Context: an optimization exercise on an open-source flow, tuned for small area. The choices shown serve that exercise and are no tape-out recipe. Only simulation tests tie the RTL to the original design; equivalence was not proved. Power figures rest on the tool's default switching activity, not on a simulated workload.

## orange
// nvm_cmd_issuer
module nvm_cmd_issuer #(
    parameter int DEPTH     = 16,
    parameter int AW        = 4,
    parameter int RETRY_GAP = 8,
    parameter int ISSUE_GAP = 2
) (
    input  logic          clk,
    input  logic          rst_n,
    input  logic          tbl_wr_en,
    input  logic [AW-1:0] tbl_wr_addr,
    input  logic [7:0]    tbl_wr_arg0,
    input  logic [31:0]   tbl_wr_arg1,
    input  logic [31:0]   tbl_wr_arg2,
    input  logic [31:0]   tbl_wr_arg3,
    input  logic [7:0]    tbl_wr_arg4,
    input  logic          start,
    input  logic [AW:0]   num_cmds,
    input  logic          loop_en,
    input  logic          stop,
    output logic          bus_command_enable,
    output logic [7:0]    bus_arg0,
    output logic [31:0]   bus_arg1,
    output logic [31:0]   bus_arg2,
    output logic [31:0]   bus_arg3,
    output logic [7:0]    bus_arg4,
    input  logic          bus_is_issuable,
    output logic          busy,
    output logic          done,
    output logic [31:0]   stall_cycles,
    output logic [31:0]   issued_count
);
    localparam int TW = 3;
    nvm_cmd_pkg::state_t state_q, state_d;
    logic [AW-1:0] idx_q, idx_d;
    logic [AW-1:0] last_q, last_d;      
    logic          loop_q, loop_d;
    logic          stop_q, stop_d;
    logic [TW-1:0] tmr_q, tmr_d;
    logic          st_idle, st_query, st_wait, st_issue, st_hold, st_done;
    logic          start_ok, start_bad, bad_q;
    logic          num_ok;
    logic          to_issue;
    logic          wr_en;
    logic [110:0]  wr_cmd;
    logic [110:0]  rd_cmd;
    logic [31:0]   issued_q;
    assign st_idle  = (state_q == nvm_cmd_pkg::IDLE);
    assign st_query = (state_q == nvm_cmd_pkg::QUERY);
    assign st_wait  = (state_q == nvm_cmd_pkg::WAIT);
    assign st_issue = (state_q == nvm_cmd_pkg::ISSUE);
    assign st_hold  = (state_q == nvm_cmd_pkg::HOLD);
    assign st_done  = (state_q == nvm_cmd_pkg::DONE);
    assign num_ok    = (num_cmds != '0) && (num_cmds <= (AW+1)'(DEPTH));
    assign start_ok  = st_idle && start && num_ok;
    assign start_bad = st_idle && start && !num_ok;
    assign to_issue  = st_wait && !stop && bus_is_issuable;
  ...
For scale: ~5,200 cells after synthesis, ~1,900 flip-flops, roughly 310 I/O pins, ~60,000 sq um of cells after synthesis.
Settings: LEC_CHECK=0, CAP_MARGIN=20, CORE_MARGIN=2, CORE_UTILIZATION=40, SLEW_MARGIN=20, SYNTH_HIERARCHICAL=1; clock period 6.0 ns.
standard.sh (not shown) runs the stock make flow with config.mk's settings and CLKGATE_MAP_FILE= SYNTH_SCRIPT=/design/flow/synth_recipe.tcl, a recipe that flattens the netlist after the stock synthesis.
==> flow/flow/run.sh <==
#!/bin/bash
# Standard layout (bash standard.sh) with three changes:
#  - ports are buffered with sky130_fd_sc_hd__buf_1 (the resizer sizes them
#    up later where a port needs more drive);
#  - clock tree synthesis clusters up to 28 sinks per leaf buffer (clkbuf_16),
#    and inserts no dummy loads;
#  - the floorplan step removes synthesis's buffers (REMOVE_ABC_BUFFERS) instead
#    of sizing gates up before placement; placement's resizer buffers later.
# make's full output goes to flow_make.log in the work folder; ORFS keeps each
# tool's own log under orfs/logs.
set -euo pipefail
export BUFFER_PORTS_ARGS="-buffer_cell sky130_fd_sc_hd__buf_1"
export CTS_ARGS="-sink_clustering_enable -repair_clock_nets -sink_clustering_size 28 -sink_clustering_max_diameter 150 -buf_list sky130_fd_sc_hd__clkbuf_16 -dont_use_dummy_load"
export REMOVE_ABC_BUFFERS=1
bash standard.sh > flow_make.log 2>&1
Setup changes, orange to red
--- a/flow/flow/run.sh
+++ b/flow/flow/run.sh
@@ -4,3 +4,3 @@
 #    up later where a port needs more drive);
-#  - clock tree synthesis clusters up to 28 sinks per leaf buffer (clkbuf_16),
+#  - clock tree synthesis clusters up to 25 sinks per leaf buffer (clkbuf_16),
 #    and inserts no dummy loads;
@@ -12,3 +12,3 @@
 export BUFFER_PORTS_ARGS="-buffer_cell sky130_fd_sc_hd__buf_1"
-export CTS_ARGS="-sink_clustering_enable -repair_clock_nets -sink_clustering_size 28 -sink_clustering_max_diameter 150 -buf_list sky130_fd_sc_hd__clkbuf_16 -dont_use_dummy_load"
+export CTS_ARGS="-sink_clustering_enable -repair_clock_nets -sink_clustering_size 25 -sink_clustering_max_diameter 150 -buf_list sky130_fd_sc_hd__clkbuf_16 -dont_use_dummy_load"
 export REMOVE_ABC_BUFFERS=1
Findings:
- Diff orange -> red | total length of routed met3 wires | decrease of 470 um
- red against orange; clock network power is up by a few percent.
- For maximum frequency, orange and red come out practically identical.
- | mux share of post-synthesis cell area | orange vs red | ≈ equal |
- Compared with orange, in red combinational power did not really move; share of total power in combinational logic went down; number of global-route vias before repair did not really move.

## static timing again, ports no longer ideal
Ports are ideal in the flow. The routed layouts listed here were re-timed in OpenROAD.
Step 1, drivers: a clkbuf_16 drives clk and a buf_2 each remaining input, both assumed.
Step 2 adds t to the input delays and takes it off the output delays; t is the mean of the earliest and latest rising clock arrival at the registers after step 1. Input paths then give back, and output paths get back, about the clock's delay inside the block.
Three values: ideal ports, drivers, drivers and shift; two values: the first two.
run | t (ns) | setup slack, ns | worst hold slack (ns) | slew at the worst register clock pin (ns) | worst data-port slew with drivers (ns)
orange | 0.788 | 0.408 / 0.327 / 0.408 | 0.390 / 0.390 / 0.390 | 0.11 / 0.11 | 0.22
red | 0.795 | 0.392 / 0.383 / 0.392 | 0.387 / 0.387 / 0.387 | 0.10 / 0.10 | 0.20
After both steps every run listed still meets setup and hold.
